From an optimization exercise on the open Yosys and OpenROAD flow, aimed at small area and few clock cycles; shortcuts taken in it are not production practice.
In this exercise RTL edits were held to simulation tests only and were not proved equivalent to the original.

$ cat design/flow/design.v
module weight_update_engine #(
  parameter int unsigned DATA_W = 16,
  parameter int unsigned FRAC_W = 8,
  parameter int unsigned LANES  = 4,
  parameter int unsigned DEPTH  = 64
) (
  input  logic                    i_clk,
  input  logic                    i_rst,
  input  logic                    i_start,
  input  logic                    i_mode,
  input  logic [DATA_W-1:0]       i_lr,
  input  logic                    i_in_valid,
  output logic                    o_in_ready,
  input  logic [LANES*DATA_W-1:0] i_w_old,
  input  logic [LANES*DATA_W-1:0] i_delta,
  output logic                    o_out_valid,
  input  logic                    i_out_ready,
  output logic [LANES*DATA_W-1:0] o_w_new,
  output logic                    o_busy,
  output logic                    o_done
);
  localparam int unsigned BEATS = DEPTH / LANES;
  localparam int unsigned CNT_W = $clog2(BEATS);
  logic                    r_busy;
  logic [CNT_W-1:0]        r_cnt;       
  logic [DATA_W-1:0]       r_lr;
  logic                    r_valid;
  logic [LANES*DATA_W-1:0] r_w_new;
  logic [LANES*DATA_W-1:0] w_w_new;
  logic w_in_fire;
  logic w_out_fire;
  logic w_cnt_last;
  logic w_last;
  assign w_cnt_last  = (r_cnt == CNT_W'(BEATS - 1));
  assign o_busy      = r_busy;
  assign o_in_ready  = r_busy && (!r_valid || (i_out_ready && !w_cnt_last));
  assign w_in_fire   = i_in_valid && o_in_ready;
  assign w_out_fire  = r_valid && i_out_ready;
  assign w_last      = w_out_fire && w_cnt_last;
  assign o_out_valid = r_valid;
  assign o_w_new     = r_w_new;
  assign o_done      = w_last;
  always_ff @(posedge i_clk) begin
    if (i_rst) begin
      r_busy <= 1'b0;
    end else if (!r_busy) begin
      r_busy <= i_start;
    end else if (w_last) begin
      r_busy <= 1'b0;
    end
  end
  always_ff @(posedge i_clk) begin
    if (i_rst) begin
      r_valid <= 1'b0;
    end else if (!r_valid || i_out_ready) begin
      r_valid <= w_in_fire;
    end
  end
  always_ff @(posedge i_clk) begin
    if (w_in_fire) r_w_new <= w_w_new;
  end
  always_ff @(posedge i_clk) begin
    if (!r_busy) begin
      r_cnt <= '0;
      r_lr  <= i_mode ? i_lr : {{(DATA_W-FRAC_W){1'b1}}, {FRAC_W{1'b0}}};
    end else if (w_out_fire) begin
      r_cnt <= r_cnt + CNT_W'(1);
    end
  end
  logic [17:0] w_dm;
  logic [6:0]  w_a, w_b, w_c;
  logic [3:0]  w_d7;
  logic        w_neg7, w_one7, w_two7;
  assign w_dm = 18'd10922 - {{2{r_lr[DATA_W-1]}}, r_lr};
  always_comb begin
    for (int k = 0; k < 7; k++) begin
      w_a[k] = !w_dm[2*k+1] && w_dm[2*k];
      w_b[k] = !w_dm[2*k+1] && !w_dm[2*k];
      w_c[k] = w_dm[2*k+1] && w_dm[2*k];
    end
  end
  assign w_d7   = w_dm[17:14];
  assign w_neg7 = w_d7[3];
  assign w_one7 = w_d7[0];
  assign w_two7 = (w_d7 == 4'd2) || (w_d7 == 4'he);
  logic [7:0] w_m;
  always_comb begin
    for (int k = 0; k < 8; k++) begin
      w_m[k] = |(r_lr[7:0] << k);
    end
  end
  logic [15:0] w_lm;
  logic [5:0]  w_mb;
  assign w_lm = r_lr ^ {16{r_lr[DATA_W-1]}};
  always_comb begin
    for (int k = 9; k < 15; k++) begin
      w_mb[k-9] = |(w_lm >> (24 - k));
    end
  end
  for (genvar g = 0; g < LANES; g++) begin : g_lane
    wue_lane u_lane (
      .d   (i_delta[g*DATA_W +: DATA_W]),
      .w   (i_w_old[g*DATA_W +: DATA_W]),
      .sa  (w_a),
      .sb  (w_b),
      .sc  (w_c),
      .neg7(w_neg7),
      .one7(w_one7),
      .two7(w_two7),
      .m   (w_m),
      .mb  (w_mb),
      .lsgn(!r_lr[DATA_W-1]),
      .r   (w_w_new[g*DATA_W +: DATA_W])
    );
  end
endmodule
module wue_lane (
  input  logic [15:0] d,
  input  logic [15:0] w,
  input  logic [6:0]  sa,
  input  logic [6:0]  sb,
  input  logic [6:0]  sc,
  input  logic        neg7,
  input  logic        one7,
  input  logic        two7,
  input  logic [5:0]  mb,
  input  logic        lsgn,
  input  logic [7:0]  m,
  output logic [15:0] r
);
  logic [16:0] pp0;
  logic [16:0] pp1;
  logic [16:0] pp2;
  logic [16:0] pp3;
  logic [16:0] pp4;
  logic [16:0] pp5;
  logic [16:0] pp6;
  logic [16:0] pp7;
  logic [16:0] dx;
  assign dx = {d[15], d};
  logic [7:0] neg;
  assign neg = {neg7, ~sc};
  logic [16:0] dn;
  wue_inv u_inv (.a(dx), .y(dn));
  assign pp0 = ~(({17{sa[0]}} & dx) | ({17{sb[0]}} & {dx[15:0], 1'b0}) | ({17{sc[0]}} & dn));
  assign pp1 = ~(({17{sa[1]}} & dx) | ({17{sb[1]}} & {dx[15:0], 1'b0}) | ({17{sc[1]}} & dn));
  assign pp2 = ~(({17{sa[2]}} & dx) | ({17{sb[2]}} & {dx[15:0], 1'b0}) | ({17{sc[2]}} & dn));
  assign pp3 = ~(({17{sa[3]}} & dx) | ({17{sb[3]}} & {dx[15:0], 1'b0}) | ({17{sc[3]}} & dn));
  assign pp4 = ~(({17{sa[4]}} & dx) | ({17{sb[4]}} & {dx[15:0], 1'b0}) | ({17{sc[4]}} & dn));
  assign pp5 = ~(({17{sa[5]}} & dx) | ({17{sb[5]}} & {dx[15:0], 1'b0}) | ({17{sc[5]}} & dn));
  assign pp6 = ~(({17{sa[6]}} & dx) | ({17{sb[6]}} & {dx[15:0], 1'b0}) | ({17{sc[6]}} & dn));
  assign pp7 = (({17{one7}} & dx) | ({17{two7}} & {dx[15:0], 1'b0})) ^ {17{neg7}};
  logic nz;
  assign nz = |(d[7:0] & m);
  logic big;
  assign big = |((d[14:9] ^ {6{d[15]}}) & mb);
  logic s1;
  logic c2;
  logic s3;
  logic c4;
  logic s5;
  logic c6;
  logic s7;
  logic c8;
  logic s9;
  logic c10;
  logic s11;
  logic c12;
  logic s13;
  logic c14;
  logic s15;
  logic c16;
  logic s17;
  logic c18;
  logic s19;
  logic c20;
  logic s21;
  logic c22;
  logic s23;
  logic c24;
  logic s25;
  logic c26;
  logic s27;
  logic c28;
  logic s29;
  logic c30;
  logic s31;
  logic c32;
  logic s33;
  logic c34;
  logic s35;
  logic c36;
  logic s37;
  logic c38;
  logic s39;
  logic c40;
  logic s41;
  logic c42;
  logic s43;
  logic c44;
  logic s45;
  logic c46;
  logic s47;
  logic c48;
  logic s49;
  logic c50;
  logic s51;
  logic c52;
  logic s53;
  logic c54;
  logic s55;
  logic c56;
  logic s57;
  logic c58;
  logic s59;
  logic c60;
  logic s61;
  logic c62;
  logic s63;
  logic c64;
  logic s65;
  logic c66;
  logic s67;
  logic c68;
  logic s69;
  logic c70;
  logic s71;
  logic c72;
  logic s73;
  logic c74;
  logic s75;
  logic c76;
  logic s77;
  logic c78;
  logic s79;
  logic c80;
  logic s81;
  logic c82;
  logic s83;
  logic c84;
  logic s85;
  logic c86;
  logic s87;
  logic c88;
  logic s89;
  logic c90;
  logic s91;
  logic c92;
  logic s93;
  logic c94;
  logic s95;
  logic c96;
  logic s97;
  logic c98;
  logic s99;
  logic c100;
  logic s101;
  logic c102;
  logic s103;
  logic c104;
  logic s105;
  logic c106;
  logic s107;
  logic c108;
  logic s109;
  logic c110;
  logic s111;
  logic c112;
  logic s113;
  logic c114;
  logic s115;
  logic c116;
  logic s117;
  logic c118;
  logic s119;
  logic c120;
  logic s121;
  logic c122;
  logic s123;
  logic c124;
  logic s125;
  logic c126;
  logic s127;
  logic c128;
  logic s129;
  logic c130;
  logic s131;
  logic c132;
  logic s133;
  logic c134;
  logic s135;
  logic c136;
  logic s137;
  logic c138;
  logic s139;
  logic c140;
  logic s141;
  logic c142;
  logic s143;
  logic c144;
  logic s145;
  logic c146;
  logic s147;
  logic c148;
  logic s149;
  logic c150;
  logic s151;
  logic c152;
  logic s153;
  logic c154;
  logic s155;
  logic c156;
  logic s157;
  logic c158;
  logic s159;
  logic c160;
  logic s161;
  logic c162;
  logic s163;
  logic c164;
  logic s165;
  logic c166;
  logic s167;
  logic c168;
  logic s169;
  logic c170;
  logic s171;
  logic c172;
  logic s173;
  logic c174;
  logic s175;
  logic c176;
  logic s177;
  logic c178;
  logic s179;
  logic c180;
  logic s181;
  logic c182;
  logic s183;
  logic c184;
  logic s185;
  logic c186;
  logic s187;
  logic c188;
  logic s189;
  logic c190;
  logic s191;
  logic c192;
  logic s193;
  logic c194;
  logic s195;
  logic c196;
  logic s197;
  logic c198;
  logic s199;
  logic c200;
  logic s201;
  logic c202;
  logic s203;
  logic c204;
  logic s205;
  logic c206;
  logic s207;
  logic c208;
  logic s209;
  logic c210;
  logic s211;
  logic c212;
  logic s213;
  logic c214;
  logic s215;
  logic c216;
  logic s217;
  logic c218;
  logic s219;
  logic c220;
  logic s221;
  logic c222;
  logic s223;
  logic c224;
  logic s225;
  logic c226;
  logic s227;
  logic c228;
  logic s229;
  logic c230;
  logic s231;
  logic c232;
  logic s233;
  logic c234;
  logic s235;
  logic c236;
  logic s237;
  logic c238;
  logic s239;
  logic c240;
  logic s241;
  logic c242;
  logic s243;
  logic c244;
  logic s245;
  logic c246;
  logic s247;
  logic c248;
  logic s249;
  logic c250;
  logic s251;
  logic c252;
  logic s253;
  logic c254;
  logic s255;
  logic c256;
  logic s257;
  logic c258;
  wue_fa u_fa0 (.a(neg[1]), .b(pp0[2]), .ci(pp1[0]), .s(s1), .co(c2));
  wue_fa u_fa1 (.a(pp0[3]), .b(pp1[1]), .ci(c2), .s(s3), .co(c4));
  wue_fa u_fa2 (.a(neg[2]), .b(pp0[4]), .ci(pp1[2]), .s(s5), .co(c6));
  wue_fa u_fa3 (.a(pp2[0]), .b(s5), .ci(c4), .s(s7), .co(c8));
  wue_fa u_fa4 (.a(pp0[5]), .b(pp1[3]), .ci(pp2[1]), .s(s9), .co(c10));
  wue_fa u_fa5 (.a(c6), .b(s9), .ci(c8), .s(s11), .co(c12));
  wue_fa u_fa6 (.a(neg[3]), .b(pp0[6]), .ci(pp1[4]), .s(s13), .co(c14));
  wue_fa u_fa7 (.a(pp2[2]), .b(pp3[0]), .ci(c10), .s(s15), .co(c16));
  wue_fa u_fa8 (.a(s13), .b(s15), .ci(c12), .s(s17), .co(c18));
  wue_fa u_fa9 (.a(pp0[7]), .b(pp1[5]), .ci(pp2[3]), .s(s19), .co(c20));
  wue_fa u_fa10 (.a(pp3[1]), .b(c14), .ci(s19), .s(s21), .co(c22));
  wue_fa u_fa11 (.a(c16), .b(s21), .ci(c18), .s(s23), .co(c24));
  wue_fa u_fa12 (.a(neg[4]), .b(w[0]), .ci(pp0[8]), .s(s25), .co(c26));
  wue_fa u_fa13 (.a(pp1[6]), .b(pp2[4]), .ci(pp3[2]), .s(s27), .co(c28));
  wue_fa u_fa14 (.a(pp4[0]), .b(c20), .ci(s25), .s(s29), .co(c30));
  wue_fa u_fa15 (.a(s27), .b(c22), .ci(s29), .s(s31), .co(c32));
  wue_fa u_fa16 (.a(nz), .b(s31), .ci(c24), .s(s33), .co(c34));
  wue_fa u_fa17 (.a(w[1]), .b(pp0[9]), .ci(pp1[7]), .s(s35), .co(c36));
  wue_fa u_fa18 (.a(pp2[5]), .b(pp3[3]), .ci(pp4[1]), .s(s37), .co(c38));
  wue_fa u_fa19 (.a(c26), .b(c28), .ci(s35), .s(s39), .co(c40));
  wue_fa u_fa20 (.a(s37), .b(c30), .ci(s39), .s(s41), .co(c42));
  wue_fa u_fa21 (.a(neg[5]), .b(w[2]), .ci(pp0[10]), .s(s45), .co(c46));
  wue_fa u_fa22 (.a(pp1[8]), .b(pp2[6]), .ci(pp3[4]), .s(s47), .co(c48));
  wue_fa u_fa23 (.a(pp4[2]), .b(pp5[0]), .ci(c36), .s(s49), .co(c50));
  wue_fa u_fa24 (.a(c38), .b(s45), .ci(s47), .s(s51), .co(c52));
  wue_fa u_fa25 (.a(s49), .b(c40), .ci(s51), .s(s53), .co(c54));
  wue_fa u_fa26 (.a(c42), .b(s53), .ci(c44), .s(s55), .co(c56));
  wue_fa u_fa27 (.a(w[3]), .b(pp0[11]), .ci(pp1[9]), .s(s57), .co(c58));
  wue_fa u_fa28 (.a(pp2[7]), .b(pp3[5]), .ci(pp4[3]), .s(s59), .co(c60));
  wue_fa u_fa29 (.a(pp5[1]), .b(c46), .ci(c48), .s(s61), .co(c62));
  wue_fa u_fa30 (.a(s57), .b(s59), .ci(c50), .s(s63), .co(c64));
  wue_fa u_fa31 (.a(s61), .b(c52), .ci(s63), .s(s65), .co(c66));
  wue_fa u_fa32 (.a(c54), .b(s65), .ci(c56), .s(s67), .co(c68));
  wue_fa u_fa33 (.a(neg[6]), .b(w[4]), .ci(pp0[12]), .s(s69), .co(c70));
  wue_fa u_fa34 (.a(pp1[10]), .b(pp2[8]), .ci(pp3[6]), .s(s71), .co(c72));
  wue_fa u_fa35 (.a(pp4[4]), .b(pp5[2]), .ci(pp6[0]), .s(s73), .co(c74));
  wue_fa u_fa36 (.a(c58), .b(c60), .ci(s69), .s(s75), .co(c76));
  wue_fa u_fa37 (.a(s71), .b(s73), .ci(c62), .s(s77), .co(c78));
  wue_fa u_fa38 (.a(s75), .b(c64), .ci(s77), .s(s79), .co(c80));
  wue_fa u_fa39 (.a(c66), .b(s79), .ci(c68), .s(s81), .co(c82));
  wue_fa u_fa40 (.a(w[5]), .b(pp0[13]), .ci(pp1[11]), .s(s83), .co(c84));
  wue_fa u_fa41 (.a(pp2[9]), .b(pp3[7]), .ci(pp4[5]), .s(s85), .co(c86));
  wue_fa u_fa42 (.a(pp5[3]), .b(pp6[1]), .ci(c70), .s(s87), .co(c88));
  wue_fa u_fa43 (.a(c72), .b(c74), .ci(s83), .s(s89), .co(c90));
  wue_fa u_fa44 (.a(s85), .b(s87), .ci(c76), .s(s91), .co(c92));
  wue_fa u_fa45 (.a(s89), .b(c78), .ci(s91), .s(s93), .co(c94));
  wue_fa u_fa46 (.a(neg[7]), .b(w[6]), .ci(pp0[14]), .s(s97), .co(c98));
  wue_fa u_fa47 (.a(pp1[12]), .b(pp2[10]), .ci(pp3[8]), .s(s99), .co(c100));
  wue_fa u_fa48 (.a(pp4[6]), .b(pp5[4]), .ci(pp6[2]), .s(s101), .co(c102));
  wue_fa u_fa49 (.a(pp7[0]), .b(c84), .ci(c86), .s(s103), .co(c104));
  wue_fa u_fa50 (.a(s97), .b(s99), .ci(s101), .s(s105), .co(c106));
  wue_fa u_fa51 (.a(c88), .b(s103), .ci(c90), .s(s107), .co(c108));
  wue_fa u_fa52 (.a(s105), .b(c92), .ci(s107), .s(s109), .co(c110));
  wue_fa u_fa53 (.a(c94), .b(s109), .ci(c96), .s(s111), .co(c112));
  wue_fa u_fa54 (.a(w[7]), .b(pp0[15]), .ci(pp1[13]), .s(s113), .co(c114));
  wue_fa u_fa55 (.a(pp2[11]), .b(pp3[9]), .ci(pp4[7]), .s(s115), .co(c116));
  wue_fa u_fa56 (.a(pp5[5]), .b(pp6[3]), .ci(pp7[1]), .s(s117), .co(c118));
  wue_fa u_fa57 (.a(c98), .b(c100), .ci(c102), .s(s119), .co(c120));
  wue_fa u_fa58 (.a(s113), .b(s115), .ci(s117), .s(s121), .co(c122));
  wue_fa u_fa59 (.a(c104), .b(s119), .ci(c106), .s(s123), .co(c124));
  wue_fa u_fa60 (.a(s121), .b(c108), .ci(s123), .s(s125), .co(c126));
  wue_fa u_fa61 (.a(c110), .b(s125), .ci(c112), .s(s127), .co(c128));
  wue_fa u_fa62 (.a(w[8]), .b(pp1[14]), .ci(pp2[12]), .s(s129), .co(c130));
  wue_fa u_fa63 (.a(pp3[10]), .b(pp4[8]), .ci(pp5[6]), .s(s131), .co(c132));
  wue_fa u_fa64 (.a(pp6[4]), .b(pp7[2]), .ci(pp0[16]), .s(s133), .co(c134));
  wue_fa u_fa65 (.a(c114), .b(c116), .ci(c118), .s(s135), .co(c136));
  wue_fa u_fa66 (.a(s129), .b(s131), .ci(s133), .s(s137), .co(c138));
  wue_fa u_fa67 (.a(c120), .b(s135), .ci(c122), .s(s139), .co(c140));
  wue_fa u_fa68 (.a(s137), .b(c124), .ci(s139), .s(s141), .co(c142));
  wue_fa u_fa69 (.a(w[9]), .b(pp1[15]), .ci(pp2[13]), .s(s145), .co(c146));
  wue_fa u_fa70 (.a(pp3[11]), .b(pp4[9]), .ci(pp5[7]), .s(s147), .co(c148));
  wue_fa u_fa71 (.a(pp6[5]), .b(pp7[3]), .ci(pp0[16]), .s(s149), .co(c150));
  wue_fa u_fa72 (.a(c130), .b(c132), .ci(c134), .s(s151), .co(c152));
  wue_fa u_fa73 (.a(s145), .b(s147), .ci(s149), .s(s153), .co(c154));
  wue_fa u_fa74 (.a(c136), .b(s151), .ci(c138), .s(s155), .co(c156));
  wue_fa u_fa75 (.a(s153), .b(c140), .ci(s155), .s(s157), .co(c158));
  wue_fa u_fa76 (.a(c142), .b(s157), .ci(c144), .s(s159), .co(c160));
  wue_fa u_fa77 (.a(w[10]), .b(~pp1[16]), .ci(pp2[14]), .s(s161), .co(c162));
  wue_fa u_fa78 (.a(pp3[12]), .b(pp4[10]), .ci(pp5[8]), .s(s163), .co(c164));
  wue_fa u_fa79 (.a(pp6[6]), .b(pp7[4]), .ci(~pp0[16]), .s(s165), .co(c166));
  wue_fa u_fa80 (.a(c146), .b(c148), .ci(c150), .s(s167), .co(c168));
  wue_fa u_fa81 (.a(s161), .b(s163), .ci(s165), .s(s169), .co(c170));
  wue_fa u_fa82 (.a(c152), .b(s167), .ci(c154), .s(s171), .co(c172));
  wue_fa u_fa83 (.a(s169), .b(c156), .ci(s171), .s(s173), .co(c174));
  wue_fa u_fa84 (.a(c158), .b(s173), .ci(c160), .s(s175), .co(c176));
  wue_fa u_fa85 (.a(w[11]), .b(pp3[13]), .ci(pp4[11]), .s(s177), .co(c178));
  wue_fa u_fa86 (.a(pp5[9]), .b(pp6[7]), .ci(pp7[5]), .s(s179), .co(c180));
  wue_fa u_fa87 (.a(~pp2[15]), .b(c162), .ci(c164), .s(s181), .co(c182));
  wue_fa u_fa88 (.a(c166), .b(s177), .ci(s179), .s(s183), .co(c184));
  wue_fa u_fa89 (.a(c168), .b(s181), .ci(c170), .s(s185), .co(c186));
  wue_fa u_fa90 (.a(s183), .b(c172), .ci(s185), .s(s187), .co(c188));
  wue_fa u_fa91 (.a(w[12]), .b(~pp2[16]), .ci(pp3[14]), .s(s191), .co(c192));
  wue_fa u_fa92 (.a(pp4[12]), .b(pp5[10]), .ci(pp6[8]), .s(s193), .co(c194));
  wue_fa u_fa93 (.a(pp7[6]), .b(pp2[15]), .ci(c178), .s(s195), .co(c196));
  wue_fa u_fa94 (.a(c180), .b(s191), .ci(s193), .s(s197), .co(c198));
  wue_fa u_fa95 (.a(c182), .b(s195), .ci(c184), .s(s199), .co(c200));
  wue_fa u_fa96 (.a(s197), .b(c186), .ci(s199), .s(s201), .co(c202));
  wue_fa u_fa97 (.a(c188), .b(s201), .ci(c190), .s(s203), .co(c204));
  wue_fa u_fa98 (.a(w[13]), .b(pp4[13]), .ci(pp5[11]), .s(s205), .co(c206));
  wue_fa u_fa99 (.a(pp6[9]), .b(pp7[7]), .ci(~pp3[15]), .s(s207), .co(c208));
  wue_fa u_fa100 (.a(c192), .b(c194), .ci(s205), .s(s209), .co(c210));
  wue_fa u_fa101 (.a(s207), .b(c196), .ci(c198), .s(s211), .co(c212));
  wue_fa u_fa102 (.a(s209), .b(c200), .ci(s211), .s(s213), .co(c214));
  wue_fa u_fa103 (.a(c202), .b(s213), .ci(c204), .s(s215), .co(c216));
  wue_fa u_fa104 (.a(w[14]), .b(~pp3[16]), .ci(pp4[14]), .s(s217), .co(c218));
  wue_fa u_fa105 (.a(pp5[12]), .b(pp6[10]), .ci(pp7[8]), .s(s219), .co(c220));
  wue_fa u_fa106 (.a(pp3[15]), .b(c206), .ci(c208), .s(s221), .co(c222));
  wue_fa u_fa107 (.a(s217), .b(s219), .ci(s221), .s(s223), .co(c224));
  wue_fa u_fa108 (.a(c210), .b(c212), .ci(s223), .s(s225), .co(c226));
  wue_fa u_fa109 (.a(~w[15]), .b(pp4[15]), .ci(pp5[13]), .s(s229), .co(c230));
  wue_fa u_fa110 (.a(pp6[11]), .b(pp7[9]), .ci(c218), .s(s231), .co(c232));
  wue_fa u_fa111 (.a(c220), .b(s229), .ci(c222), .s(s233), .co(c234));
  wue_fa u_fa112 (.a(s231), .b(c224), .ci(s233), .s(s235), .co(c236));
  wue_fa u_fa113 (.a(c226), .b(s235), .ci(c228), .s(s237), .co(c238));
  wue_fa u_fa114 (.a(~pp4[16]), .b(pp5[14]), .ci(pp6[12]), .s(s239), .co(c240));
  wue_fa u_fa115 (.a(pp7[10]), .b(c230), .ci(s239), .s(s241), .co(c242));
  wue_fa u_fa116 (.a(c232), .b(s241), .ci(c234), .s(s243), .co(c244));
  wue_fa u_fa117 (.a(c236), .b(s243), .ci(c238), .s(s245), .co(c246));
  wue_fa u_fa118 (.a(pp6[13]), .b(pp7[11]), .ci(~pp5[15]), .s(s247), .co(c248));
  wue_fa u_fa119 (.a(c240), .b(s247), .ci(c242), .s(s249), .co(c250));
  wue_fa u_fa120 (.a(~pp5[16]), .b(pp6[14]), .ci(pp7[12]), .s(s253), .co(c254));
  wue_fa u_fa121 (.a(pp5[15]), .b(c248), .ci(s253), .s(s255), .co(c256));
  wue_fa u_fa122 (.a(s255), .b(c250), .ci(c252), .s(s257), .co(c258));
  wue_ha u_ha0 (.a(c32), .b(s41), .s(s43), .co(c44));
  wue_ha u_ha1 (.a(c80), .b(s93), .s(s95), .co(c96));
  wue_ha u_ha2 (.a(c126), .b(s141), .s(s143), .co(c144));
  wue_ha u_ha3 (.a(c174), .b(s187), .s(s189), .co(c190));
  wue_ha u_ha4 (.a(c214), .b(s225), .s(s227), .co(c228));
  wue_ha u_ha5 (.a(s249), .b(c244), .s(s251), .co(c252));
  logic [26:0] ra, rb;
  assign ra = {s257, c246, s245, s237, c216, s215, s203, c176, s175, s159, c128, s127, s111, c82, s81, s67, s55, c34, s33, s23, s17, s11, s7, s3, s1, pp0[1], pp0[0]};
  assign rb = {1'b0, s251, 1'b0, 1'b0, s227, 1'b0, 1'b0, s189, 1'b0, 1'b0, s143, 1'b0, 1'b0, s95, 1'b0, 1'b0, 1'b0, s43, 1'b0, 1'b0, 1'b0, 1'b0, 1'b0, 1'b0, 1'b0, 1'b0, neg[0]};
  logic [26:0] g, p;
  wue_ha u_pg0 (.a(ra[0]), .b(rb[0]), .s(p[0]), .co(g[0]));
  assign g[1] = 1'b0;
  assign p[1] = ra[1];
  assign g[2] = 1'b0;
  assign p[2] = ra[2];
  assign g[3] = 1'b0;
  assign p[3] = ra[3];
  assign g[4] = 1'b0;
  assign p[4] = ra[4];
  assign g[5] = 1'b0;
  assign p[5] = ra[5];
  assign g[6] = 1'b0;
  assign p[6] = ra[6];
  assign g[7] = 1'b0;
  assign p[7] = ra[7];
  assign g[8] = 1'b0;
  assign p[8] = ra[8];
  wue_ha u_pg9 (.a(ra[9]), .b(rb[9]), .s(p[9]), .co(g[9]));
  assign g[10] = 1'b0;
  assign p[10] = ra[10];
  assign g[11] = 1'b0;
  assign p[11] = ra[11];
  assign g[12] = 1'b0;
  assign p[12] = ra[12];
  wue_ha u_pg13 (.a(ra[13]), .b(rb[13]), .s(p[13]), .co(g[13]));
  assign g[14] = 1'b0;
  assign p[14] = ra[14];
  assign g[15] = 1'b0;
  assign p[15] = ra[15];
  wue_ha u_pg16 (.a(ra[16]), .b(rb[16]), .s(p[16]), .co(g[16]));
  assign g[17] = 1'b0;
  assign p[17] = ra[17];
  assign g[18] = 1'b0;
  assign p[18] = ra[18];
  wue_ha u_pg19 (.a(ra[19]), .b(rb[19]), .s(p[19]), .co(g[19]));
  assign g[20] = 1'b0;
  assign p[20] = ra[20];
  assign g[21] = 1'b0;
  assign p[21] = ra[21];
  wue_ha u_pg22 (.a(ra[22]), .b(rb[22]), .s(p[22]), .co(g[22]));
  assign g[23] = 1'b0;
  assign p[23] = ra[23];
  assign g[24] = 1'b0;
  assign p[24] = ra[24];
  wue_ha u_pg25 (.a(ra[25]), .b(rb[25]), .s(p[25]), .co(g[25]));
  assign g[26] = 1'b0;
  assign p[26] = ra[26];
  logic gx0_1, px0_1;
  assign gx0_1 = g[1] | (p[1] & g[0]);
  assign px0_1 = p[1] & p[0];
  logic gx0_3, px0_3;
  assign gx0_3 = g[3] | (p[3] & g[2]);
  assign px0_3 = p[3] & p[2];
  logic gx0_5, px0_5;
  assign gx0_5 = g[5] | (p[5] & g[4]);
  assign px0_5 = p[5] & p[4];
  logic gx0_7, px0_7;
  assign gx0_7 = g[7] | (p[7] & g[6]);
  assign px0_7 = p[7] & p[6];
  logic gx0_9, px0_9;
  assign gx0_9 = g[9] | (p[9] & g[8]);
  assign px0_9 = p[9] & p[8];
  logic gx0_11, px0_11;
  assign gx0_11 = g[11] | (p[11] & g[10]);
  assign px0_11 = p[11] & p[10];
  logic gx0_13, px0_13;
  assign gx0_13 = g[13] | (p[13] & g[12]);
  assign px0_13 = p[13] & p[12];
  logic gx0_15, px0_15;
  assign gx0_15 = g[15] | (p[15] & g[14]);
  assign px0_15 = p[15] & p[14];
  logic gx0_17, px0_17;
  assign gx0_17 = g[17] | (p[17] & g[16]);
  assign px0_17 = p[17] & p[16];
  logic gx0_19, px0_19;
  assign gx0_19 = g[19] | (p[19] & g[18]);
  assign px0_19 = p[19] & p[18];
  logic gx0_21, px0_21;
  assign gx0_21 = g[21] | (p[21] & g[20]);
  assign px0_21 = p[21] & p[20];
  logic gx1_2, px1_2;
  assign gx1_2 = g[2] | (p[2] & gx0_1);
  assign px1_2 = p[2] & px0_1;
  logic gx1_3, px1_3;
  assign gx1_3 = gx0_3 | (px0_3 & gx0_1);
  assign px1_3 = px0_3 & px0_1;
  logic gx1_6, px1_6;
  assign gx1_6 = g[6] | (p[6] & gx0_5);
  assign px1_6 = p[6] & px0_5;
  logic gx1_7, px1_7;
  assign gx1_7 = gx0_7 | (px0_7 & gx0_5);
  assign px1_7 = px0_7 & px0_5;
  logic gx1_10, px1_10;
  assign gx1_10 = g[10] | (p[10] & gx0_9);
  assign px1_10 = p[10] & px0_9;
  logic gx1_11, px1_11;
  assign gx1_11 = gx0_11 | (px0_11 & gx0_9);
  assign px1_11 = px0_11 & px0_9;
  logic gx1_14, px1_14;
  assign gx1_14 = g[14] | (p[14] & gx0_13);
  assign px1_14 = p[14] & px0_13;
  logic gx1_15, px1_15;
  assign gx1_15 = gx0_15 | (px0_15 & gx0_13);
  assign px1_15 = px0_15 & px0_13;
  logic gx1_18, px1_18;
  assign gx1_18 = g[18] | (p[18] & gx0_17);
  assign px1_18 = p[18] & px0_17;
  logic gx1_19, px1_19;
  assign gx1_19 = gx0_19 | (px0_19 & gx0_17);
  assign px1_19 = px0_19 & px0_17;
  logic gx1_22, px1_22;
  assign gx1_22 = g[22] | (p[22] & gx0_21);
  assign px1_22 = p[22] & px0_21;
  logic gx2_4, px2_4;
  assign gx2_4 = g[4] | (p[4] & gx1_3);
  assign px2_4 = p[4] & px1_3;
  logic gx2_5, px2_5;
  assign gx2_5 = gx0_5 | (px0_5 & gx1_3);
  assign px2_5 = px0_5 & px1_3;
  logic gx2_6, px2_6;
  assign gx2_6 = gx1_6 | (px1_6 & gx1_3);
  assign px2_6 = px1_6 & px1_3;
  logic gx2_7, px2_7;
  assign gx2_7 = gx1_7 | (px1_7 & gx1_3);
  assign px2_7 = px1_7 & px1_3;
  logic gx2_12, px2_12;
  assign gx2_12 = g[12] | (p[12] & gx1_11);
  assign px2_12 = p[12] & px1_11;
  logic gx2_13, px2_13;
  assign gx2_13 = gx0_13 | (px0_13 & gx1_11);
  assign px2_13 = px0_13 & px1_11;
  logic gx2_14, px2_14;
  assign gx2_14 = gx1_14 | (px1_14 & gx1_11);
  assign px2_14 = px1_14 & px1_11;
  logic gx2_15, px2_15;
  assign gx2_15 = gx1_15 | (px1_15 & gx1_11);
  assign px2_15 = px1_15 & px1_11;
  logic gx2_20, px2_20;
  assign gx2_20 = g[20] | (p[20] & gx1_19);
  assign px2_20 = p[20] & px1_19;
  logic gx2_21, px2_21;
  assign gx2_21 = gx0_21 | (px0_21 & gx1_19);
  assign px2_21 = px0_21 & px1_19;
  logic gx2_22, px2_22;
  assign gx2_22 = gx1_22 | (px1_22 & gx1_19);
  assign px2_22 = px1_22 & px1_19;
  logic gx3_8, px3_8;
  assign gx3_8 = g[8] | (p[8] & gx2_7);
  assign px3_8 = p[8] & px2_7;
  logic gx3_9, px3_9;
  assign gx3_9 = gx0_9 | (px0_9 & gx2_7);
  assign px3_9 = px0_9 & px2_7;
  logic gx3_10, px3_10;
  assign gx3_10 = gx1_10 | (px1_10 & gx2_7);
  assign px3_10 = px1_10 & px2_7;
  logic gx3_11, px3_11;
  assign gx3_11 = gx1_11 | (px1_11 & gx2_7);
  assign px3_11 = px1_11 & px2_7;
  logic gx3_12, px3_12;
  assign gx3_12 = gx2_12 | (px2_12 & gx2_7);
  assign px3_12 = px2_12 & px2_7;
  logic gx3_13, px3_13;
  assign gx3_13 = gx2_13 | (px2_13 & gx2_7);
  assign px3_13 = px2_13 & px2_7;
  logic gx3_14, px3_14;
  assign gx3_14 = gx2_14 | (px2_14 & gx2_7);
  assign px3_14 = px2_14 & px2_7;
  logic gx3_15, px3_15;
  assign gx3_15 = gx2_15 | (px2_15 & gx2_7);
  assign px3_15 = px2_15 & px2_7;
  logic gx4_16, px4_16;
  assign gx4_16 = g[16] | (p[16] & gx3_15);
  assign px4_16 = p[16] & px3_15;
  logic gx4_17, px4_17;
  assign gx4_17 = gx0_17 | (px0_17 & gx3_15);
  assign px4_17 = px0_17 & px3_15;
  logic gx4_18, px4_18;
  assign gx4_18 = gx1_18 | (px1_18 & gx3_15);
  assign px4_18 = px1_18 & px3_15;
  logic gx4_19, px4_19;
  assign gx4_19 = gx1_19 | (px1_19 & gx3_15);
  assign px4_19 = px1_19 & px3_15;
  logic gx4_20, px4_20;
  assign gx4_20 = gx2_20 | (px2_20 & gx3_15);
  assign px4_20 = px2_20 & px3_15;
  logic gx4_21, px4_21;
  assign gx4_21 = gx2_21 | (px2_21 & gx3_15);
  assign px4_21 = px2_21 & px3_15;
  logic gx4_22, px4_22;
  assign gx4_22 = gx2_22 | (px2_22 & gx3_15);
  assign px4_22 = px2_22 & px3_15;
  logic [23:8] c;
  assign c[8] = gx2_7;
  assign c[9] = gx3_8;
  assign c[10] = gx3_9;
  assign c[11] = gx3_10;
  assign c[12] = gx3_11;
  assign c[13] = gx3_12;
  assign c[14] = gx3_13;
  assign c[15] = gx3_14;
  assign c[16] = gx3_15;
  assign c[17] = gx4_16;
  assign c[18] = gx4_17;
  assign c[19] = gx4_18;
  assign c[20] = gx4_19;
  assign c[21] = gx4_20;
  assign c[22] = gx4_21;
  assign c[23] = gx4_22;
  logic [3:0] t0, t1;    
  logic [3:0] tc0, tc1;
  localparam logic [3:0] KT = 4'h0;
  logic gy0_1, py0_1;
  assign gy0_1 = g[24] | (p[24] & g[23]);
  assign py0_1 = p[24] & p[23];
  logic gy1_2, py1_2;
  assign gy1_2 = g[25] | (p[25] & gy0_1);
  assign py1_2 = p[25] & py0_1;
  assign tc0[0] = 1'b0;
  assign tc1[0] = 1'b1;
  assign tc0[1] = g[23];
  assign tc1[1] = g[23] | p[23];
  assign tc0[2] = gy0_1;
  assign tc1[2] = gy0_1 | py0_1;
  assign tc0[3] = gy1_2;
  assign tc1[3] = gy1_2 | py1_2;
  assign t0 = p[26:23] ^ tc0 ^ KT;
  assign t1 = p[26:23] ^ tc1 ^ KT;
  logic ovf0, ovf1, ovf, sgn;
  assign ovf0 = (t0 != 4'h0) && (t0 != 4'hf);
  assign ovf1 = (t1 != 4'h0) && (t1 != 4'hf);
  assign ovf  = c[23] ? ovf1 : ovf0;
  assign sgn  = c[23] ? t1[3] : t0[3];
  always_comb begin
    if (big)
      r = (lsgn ^ d[15]) ? 16'h8000 : 16'h7fff;
    else if (ovf)
      r = sgn ? 16'h8000 : 16'h7fff;
    else
      r = p[23:8] ^ c[23:8];
  end
endmodule
module wue_inv (
  input  logic [16:0] a,
  output logic [16:0] y
);
  assign y = ~a;
endmodule
module wue_ha (
  input  logic a,
  input  logic b,
  output logic s,
  output logic co
);
  assign s  = a ^ b;
  assign co = a & b;
endmodule
module wue_fa (
  input  logic a,
  input  logic b,
  input  logic ci,
  output logic s,
  output logic co
);
  assign s  = a ^ b ^ ci;
  assign co = (a & b) | (a & ci) | (b & ci);
endmodule
$ cat design/flow/flow/run.sh
#!/bin/bash
# Standard layout, with the port buffers made from plain buffers instead of delay cells.
set -euo pipefail
bash standard.sh "BUFFER_PORTS_ARGS=-buffer_cell sky130_fd_sc_hd__buf_2" finish > standard.log 2>&1
$ cat design/flow/standard.sh
#!/bin/bash
# synth_recipe.tcl (not shown) runs the flow's synth.tcl, then flattens the netlist and writes it again
# the make line also repeats each setting of config.mk as NAME=value (left out here)
make -C /OpenROAD-flow-scripts/flow DESIGN_CONFIG=/design/flow/config.mk WORK_HOME=/design/flow/orfs CLKGATE_MAP_FILE= SYNTH_SCRIPT=/design/flow/synth_recipe.tcl "${@:-finish}"
$ cat design/flow/config.mk
export PLATFORM = sky130hd
export DESIGN_NAME = weight_update_engine
export DESIGN_NICKNAME = weight_update_engine
export VERILOG_FILES = /design/flow/design.v
export SDC_FILE = /design/flow/constraint.sdc
export NUM_CORES = 4
export LEC_CHECK = 0
export CAP_MARGIN = 20
export CELL_PAD_IN_SITES_DETAIL_PLACEMENT = 1
export CELL_PAD_IN_SITES_GLOBAL_PLACEMENT = 1
export CORE_MARGIN = 2
export CORE_UTILIZATION = 50
export PLACE_DENSITY = 0.6
export SLEW_MARGIN = 20
export SYNTH_HIERARCHICAL = 1
$ cat design/flow/constraint.sdc
create_clock -name core_clock -period 8.5 [get_ports {i_clk}]
set_input_delay 1.7000 -clock core_clock [delete_from_list [all_inputs] [get_ports {i_clk}]]
set_output_delay 1.7000 -clock core_clock [all_outputs]
set_load 0.01 [all_outputs]
==> results by group, run 1 <==
Synth
  • Area share of xor/xnor cells in the synthesized design: 0.0458
  • Avg Cell Area, Syn: 10.9 µm²
  • Post-synth ARST share: 0
  • Compound-Gate Fraction of Synth Area: 0.272
  • Seq cells post-synth: 86
  • Syn Std Cell Area: between 0.02 and 0.025 mm²
  • Ys Warns: 8
  • Synthesized-area fraction occupied by adder cells: 0.443
  • Post-synthesis cell type count: 61
  • Post-synth EDFFs: 80
  • Largest family of logic cells by synthesized area: adder cells
  • Multiplexer share of the synthesized area: 0.00166
  • Synth Instances: 2,208
  • Top_reg_cell synth: edfxtp_1
  • Simple-gate share of the synthesized area: 0.0615
  • Register area share after synthesis: 0.105

Setup path
  • Crit path buf inv count: 2
  • Worst path slowest cell: edfxtp_1
  • Crit-path max cell delay: 0.60 ns
  • Max FO, Critical Path: 24
  • CP startpoint kind: flip-flop
  • Cell mode on critical path: fa_1
  • Crit path max-delay family: adder cells
  • FF-to-FF Start: r_lr[5]
  • Critical Path AT: 8.31 ns
  • R2R Setup Slk: 0.34 ns
  • CP Data Required Time: a little under 9 ns
  • Worst r2r dst: r_w_new[3]
  • Crit Path Category: flip-flop to flip-flop
  • CP Cell Sequence: nand3_1, o22ai_2, nor3b_1, nor3_1, buf_4, nor2_4, buf_4, a222oi_1, fa_1, fa_1, fa_1, fa_1, ha_1, fa_1, fa_1, ha_1, ha_1, or3_1, a211oi_1, a311oi_1, o31ai_2, nand3b_1, a31oi_4, o2bb2ai_1
  • Worst setup EP type: flip-flop
  • Worst reg2reg path depth: 24

Cells and area
  • Final std cells w/o fill: around 2,900
  • Layout net count: a little under 3,000
  • Share of cells above drive strength 1: 0.179
  • Fin util: 0.551
  • Layout area overhead: 8.96%
  • Final Instance Area: 0.0263 mm²

GRT
  • Met2 Track Usage GR: 0.586
  • Vias in the first global route: 23,300
  • Largest net degree at the start of global routing: 65
  • Gr ovfl total: 0
  • All-Layer GR Usage: 0.366
  • First-pass GRT wire length: 140 mm
  • GR Util met3: 0.0716
  • Antenna violations before repair: 5
  • Most Crowded Layer GR: met2
  • Grt met1 use: 0.481

STA
  • Hold_ws: about 0.49 ns
  • Clock Skew: 0.0238 ns
  • Tmin final: slightly above 8 ns
  • F_max: 123 MHz
  • RSZ-0062 raised after global routing: false
  • Final hold vios: 0
  • Max-slew headroom: 0.301
  • Worst Tran Pin Value: 1.05 ns
  • Final setup margin: 0.337 ns
  • Setup TNS: 0 ns
  • Max Slew Vio Count: 0
  • Final setup viols: 0
  • Period utilisation layout: 0.960

Drt
  • Total Wirelength: 90.8 mm
  • Initial DRC count: between 5,000 and 6,000
  • Avg WL per Cell: 31.6 µm
  • Final ANT Viol Nets: 0
  • Vias after detailed routing: 22,200
  • # DRC: 0
  • DR vias/cell: 7.73
  • Drt first pass iters: 14

Clocking
  • CTS tree: yes
  • Clk pin slew, worst setup/hold paths: ~0.090 ns
  • Clk latency of the worst-skew pair: 0.42 ns
  • Root Buffer: clkbuf_16
  • CTS Buf Count: 9
  • CTS Sinks: between 80 and 90
  • Maximum clock path buffer count: 2
  • H-tree depth: 3
  • Cts hold-fix bufs: 0

Run status
  • Status: timing/DRC/antenna clean

Placement
  • Global placer's final weighted congestion: 0.911
  • Detailed placer's ending HPWL: between 60 and 70 mm
  • Port Buffers: around 220
  • DP Area: 0.0259 mm²
  • Placed insts: about 2,900
  • Setup WS pre-CTS: roughly 0.28 ns

Floorplan
  • Die Span Y: roughly 220 µm
  • Placement row count: 80
  • Top Ports: 218
  • Die area: 0.0500 mm²
  • Initial Util: 0.506
  • Die extent in x: around 220 µm
  • Core ar.: 0.0476 mm²

Min path
  • Hold-critical path endpoint: r_cnt[1]
  • Hold depth: 2
  • Worst Hold Launch: r_cnt[1]
  • Hold crit path type: flip-flop to flip-flop

Run
  • Max-cap viol count: 0
layer usage:
metal / share of wire / routed length, µm
met1: 0.36 / 32900
met4: 0.055 / 4970
met2: 0.47 / 42600
met3: 0.11 / 10300
met5: 0.00042 / 38
registers in the layout, summed over array words and instances (netlist names):
name / cells
r_cnt: 4
r_valid: 1
r_w_new: 64
r_busy: 1
r_lr: 16
final cells by class:
type                    instances  area (µm²)
multi-input cells            1699       20100
clock buffers                  10         229
repair buffers                307        1940
flip-flops and latches         86        2520
inverters                     151         568
fillers                      5052       21400
clock inverters                 4        97.6
diodes                          1        2.50
well taps                     615         769
cells in the mapped netlist (25+ instances only):
cell type  number  area, µm²
a222oi_1      420       4200
a22oi_1        96        721
clkbuf_1      239        897
edfxtp_1       80       2400
fa_1          492       9850
ha_1           66        826
inv_1         147        552
nand2_1        90        338
nand3_1        27        135
nor2_1         33        124
o21ai_0        43        215
o2bb2ai_1      57        499
xnor2_1       101        885
xor2_1         25        219
cell usage in the layout (no fill, tap or decap), types with 57 or more instances in the layout:
cell type	instances
a222oi_1	420
a22oi_1	96
buf_2	217
buf_4	76
edfxtp_1	80
fa_1	492
ha_1	66
inv_1	146
nand2_1	89
o2bb2ai_1	57
xnor2_1	100
worst min-delay path, delay by kind of cell (launching register included):
family | cells | cell delay, ns
flops | 1 | 0.33
simple gates | 1 | 0.06
compound gates | 1 | 0.06
timing repair:
| item | 4_1_cts | 5_1_grt |
|---|---|---|
| setup endpoints to repair | 0 | 37 |
| setup buffers | 0 | 3 |
| resized for setup | 0 | 5 |
cell families (layout without fill, tap and decap cells):
logic type                 Yosys count  after routing
AOI/OAI and AO/OA                  725            725
DFF                                 86             86
xor gates and xnor gates           126            126
buffers and inverters              431            472
muxes                                4              4
adders and majority gates          558            558
other                                1              9
and+or+nand+nor                    277            278
worst max-delay path by stage:
stage | startpoint | to | slack, ns | depth (start not counted)
2_1_floorplan | r_lr[0] | r_w_new[17] | 0.63 | 23
3_5_place_dp | r_lr[1] | r_w_new[61] | 0.28 | 24
5_1_grt | r_lr[5] | r_w_new[55] | 0.02 | 23
4_1_cts | r_lr[1] | r_w_new[55] | 0.24 | 24
3_3_place_gp | r_lr[1] | r_w_new[52] | 0.53 | 24
6_report | r_lr[5] | r_w_new[3] | 0.34 | 24
Yosys stat by module (local to each module, per instance):
module / times used / cells / flops+latches
wue_inv: 4 / 17 / 0
weight_update_engine: 1 / 224 / 86
wue_lane: 4 / 343 / 0
wue_ha: 52 / 1 / 0
wue_fa: 492 / 1 / 0
Testbench counts, summed over its fixed seeds: cycles 5,760.
==> run 2: changes to the inputs <==
--- a/design/flow/design.v
+++ b/design/flow/design.v
@@ -141,7 +141,7 @@
   logic [7:0] neg;
   assign neg = {neg7, ~sc};
   logic [16:0] dn;
-  wue_inv u_inv (.a(dx), .y(dn));
+  assign dn = ~dx;
   assign pp0 = ~(({17{sa[0]}} & dx) | ({17{sb[0]}} & {dx[15:0], 1'b0}) | ({17{sc[0]}} & dn));
   assign pp1 = ~(({17{sa[1]}} & dx) | ({17{sb[1]}} & {dx[15:0], 1'b0}) | ({17{sc[1]}} & dn));
   assign pp2 = ~(({17{sa[2]}} & dx) | ({17{sb[2]}} & {dx[15:0], 1'b0}) | ({17{sc[2]}} & dn));
@@ -786,12 +786,6 @@
       r = p[23:8] ^ c[23:8];
   end
 endmodule
-module wue_inv (
-  input  logic [16:0] a,
-  output logic [16:0] y
-);
-  assign y = ~a;
-endmodule
 module wue_ha (
   input  logic a,
   input  logic b,
==> design/flow/flow/run.sh (replaced) <==
#!/bin/bash
# Standard layout, with the port buffers made from plain buffers instead of delay cells, and
# gates off the critical paths downsized after global routing.
set -euo pipefail
bash standard.sh "BUFFER_PORTS_ARGS=-buffer_cell sky130_fd_sc_hd__buf_2" RECOVER_POWER=100 finish > standard.log 2>&1
==> design/flow/config.mk (replaced) <==
export PLATFORM = sky130hd
export DESIGN_NAME = weight_update_engine
export DESIGN_NICKNAME = weight_update_engine
export VERILOG_FILES = /design/flow/design.v
export SDC_FILE = /design/flow/constraint.sdc
export NUM_CORES = 4
export LEC_CHECK = 0
export CAP_MARGIN = 20
export CORE_MARGIN = 2
export CORE_UTILIZATION = 40
export SLEW_MARGIN = 20
export SYNTH_HIERARCHICAL = 1
==> run 2 against run 1 <==
The layout now fails its checks (max-capacitance violations, max-slew violations). Maximum frequency rose by 1.4%. Clock skew fell by 0.0053 ns. Register-to-register slack better by 0.12 ns. Highest routed layer unchanged. Utilization shrank 11 points. Design area is 2.8% higher. Critical path depth is 1 higher.
==> results by group, run 2 <==
Clocking
  • CTS tree: yes
  • Clk pin slew, worst setup/hold paths: 0.08 ns
  • Root Buffer: clkbuf_16
  • H-tree depth: 3
  • Clk latency of the worst-skew pair: 0.41 ns
  • Maximum clock path buffer count: 2
  • CTS Sinks: 86
  • CTS Buf Count: 9

Placement
  • Port Buffers: 217
  • DP Area: 0.0268 mm²
  • Detailed placer's ending HPWL: 61.5 mm
  • Setup WS pre-CTS: around 0.22 ns
  • Global placer's final weighted congestion: 0.883
  • Placed insts: 3,404

Floorplan
  • Die area: 0.0642 mm²
  • Die extent in x: 253 µm
  • Top Ports: 218
  • Core ar.: ~0.062 mm²
  • Placement row count: 91
  • Initial Util: 0.404
  • Die Span Y: 253 µm

Drt
  • Vias after detailed routing: 21,800
  • Total Wirelength: 85.5 mm
  • Drt first pass iters: 7
  • DR vias/cell: 6.35
  • Avg WL per Cell: 24.9 µm
  • # DRC: 0
  • Initial DRC count: 2,713
  • Final ANT Viol Nets: 0

STA
  • RSZ-0062 raised after global routing: false
  • Final setup viols: 0
  • Tmin final: 8.05 ns
  • Max Slew Vio Count: 65
  • Setup TNS: 0 ns
  • F_max: 124 MHz
  • Final hold vios: 0
  • Clock Skew: between 0.015 and 0.02 ns
  • Final setup margin: 0.452 ns
  • Max-slew headroom: -2.35
  • Period utilisation layout: 0.947
  • Worst Tran Pin Value: 5.02 ns

GRT
  • All-Layer GR Usage: 0.269
  • Largest net degree at the start of global routing: 69
  • Antenna violations before repair: 4
  • First-pass GRT wire length: between 100 and 150 mm
  • Gr ovfl total: 0
  • Vias in the first global route: 22,800

Synth
  • Synth top area share: 0.396
  • Avg Cell Area, Syn: a little under 10 µm²
  • Syn Std Cell Area: 0.0249 mm²
  • Synth Instances: 2,540
  • Top_reg_cell synth: edfxtp_1
  • Post-synth top cells: fa_1, nor2_1, a221oi_1
  • Register area share after synthesis: 0.101
  • Count leader, synth: fa_1
  • Synth area leader: fa_1
  • Ranking of synthesized cells by area: fa_1, a221oi_1, edfxtp_1
  • Post-synthesis cell type count: 64
  • Ys Warns: 8
  • Post-synth EDFFs: 80
  • Seq cells post-synth: 86
  • Post-synth ARST share: 0

Run status
  • Violated checks: max-capacitance violations, max-slew violations
  • Status: finished with violations

Setup path
  • CP Data Required Time: 8.65 ns
  • Crit-path max cell delay: 0.57 ns
  • FF-to-FF Start: r_lr[5]
  • Worst r2r dst: r_w_new[55]
  • Worst path slowest cell: edfxtp_1
  • CP startpoint: r_lr[5]
  • Worst reg2reg path depth: 25
  • Critical Path AT: 8.19 ns
  • Worst setup EP type: flip-flop
  • Max FO, Critical Path: 15
  • R2R Setup Slk: 0.45 ns
  • Crit Path Category: flip-flop to flip-flop
  • Cell mode on critical path: fa_1
  • CP Capture Point: r_w_new[55]
  • CP startpoint kind: flip-flop

Cells and area
  • Most common cell after layout, fill and taps aside: fa_1
  • Final Instance Area: 0.0270 mm²
  • Regs by FF count: r_w_new: 64 flops, r_lr: 16 flops, r_cnt: 4 flops
  • Layout area overhead: 8.62%
  • Share of cells above drive strength 1: 0.131
  • Most frequent cells in the layout: fa_1, nor2_1, a221oi_1, buf_2, xnor2_1
  • Layout fillers: 5,891
  • Max FFs per register: 64
  • Final std cells w/o fill: 3,430
  • Layout net count: 3,294
  • Most flops, register: r_w_new

Run
  • Max-cap viol count: 1

Min path
  • Hold crit path type: flip-flop to flip-flop
[run 2: cell types whose count changed after synthesis, sizes merged, moves of 60 or more]
cell | before | now
nor2 | 37 | 461
a221oi | 0 | 400
a222oi | 420 | 4
o21ai | 48 | 116
inv | 151 | 71
o2bb2ai | 61 | 1
[run 2: how the worst min path moves through the flow]
stage	from	to	cells after the start	slack [ns]
detailed placement	r_cnt[1]	r_cnt[1]	2	0.48
floorplan	r_cnt[1]	r_cnt[1]	2	0.45
global placement	r_cnt[1]	r_cnt[1]	2	0.47
finish	r_cnt[1]	r_cnt[1]	2	0.48
global route	r_cnt[1]	r_cnt[1]	2	0.52
CTS	r_cnt[1]	r_cnt[1]	2	0.49
[run 2: kinds of logic after synthesis]
kind of cell / synth area share
other cells: 0.000151
simple gates: 0.111
fa+ha+maj: 0.429
mux: 0.0173
buf+inv: 0.0587
xor+xnor: 0.0458
flops: 0.101
compound gates: 0.236
[run 2: modules after synthesis, one instance, submodules excluded]
module / times used / cell area (µm²) / flip-flops and latches / cells
weight_update_engine: 1 / 3310 / 86 / 224
wue_ha: 52 / 12.5 / 0 / 1
wue_lane: 4 / 2760 / 0 / 443
wue_fa: 492 / 20.0 / 0 / 1
[run 2: timing repair]
item / 4_1_cts / 5_1_grt
buffers inserted: 0 / 8
gates resized for setup: 0 / 6
hold buffers: 0 / 0
endpoints found under the setup margin: 0 / 60
[run 2: per-stage QoR]
| step | util | hold WS (ns) |
|---|---|---|
| after detailed placement | 0.435 | 0.475 |
| after floorplan | - | 0.454 |
| after global routing | 0.438 | 0.520 |
| after global placement | 0.435 | 0.466 |
| after CTS | 0.440 | 0.486 |
| final | 0.438 | 0.484 |
[run 2: critical path: cells and delay by family (launching register included)]
kind | cells | cell delay (ns)
AOI/OAI and AO/OA | 7 | 1.82
xor gates and xnor gates | 1 | 0.19
adders and majority gates | 8 | 3.12
buffers and inverters | 4 | 1.14
DFF | 1 | 0.57
and+or+nand+nor | 5 | 0.93
[run 2: cell type report]
cell class	count	area, µm²	area share
Timing Repair Buffer	308	1830	0.0676
Sequential cell	86	2520	0.0934
Clock inverter	5	41.3	0.00153
Tap cell	837	1050	0.0388
Multi-Input combinational cell	2090	21000	0.777
Inverter	91	345	0.0128
Antenna cell	2	5.00	0.000185
Clock buffer	11	243	0.00899
[run 2: routing by layer]
metal | track usage | routed length (µm)
met5 | 0 | 23
met4 | 0.105 | 3010
met3 | 0.0664 | 8860
met2 | 0.435 | 40500
met1 | 0.347 | 33200
Testbench counts of run 2, summed over its fixed seeds: cycles 5,760.

==> re-timing with driven ports <==
Ports are ideal in the flow. The routed layouts listed here were re-timed in OpenROAD.
Step 1, drivers: a clkbuf_16 drives i_clk and a buf_2 each remaining input, both assumed.
Step 2 moves the port delays by t, midway between the first and last clock arrival at a register: inputs arrive t later, outputs are due t later. That takes back most of the time a late clock gives input paths.
Slacks: ideal ports / drivers / drivers and shift; pairs: ideal ports / drivers.
run | shift t [ns] | setup slack, ns | hold WS [ns] | slew at the worst register clock pin (ns) | worst data-port slew with drivers (ns)
run 1 | 0.473 | 0.337 / 0.337 / 0.337 | 0.489 / 0.489 / 0.489 | 0.09 / 0.09 | 0.11
run 2 | 0.460 | 0.452 / 0.452 / 0.452 | 0.484 / 0.484 / 0.484 | 0.08 / 0.08 | 0.08
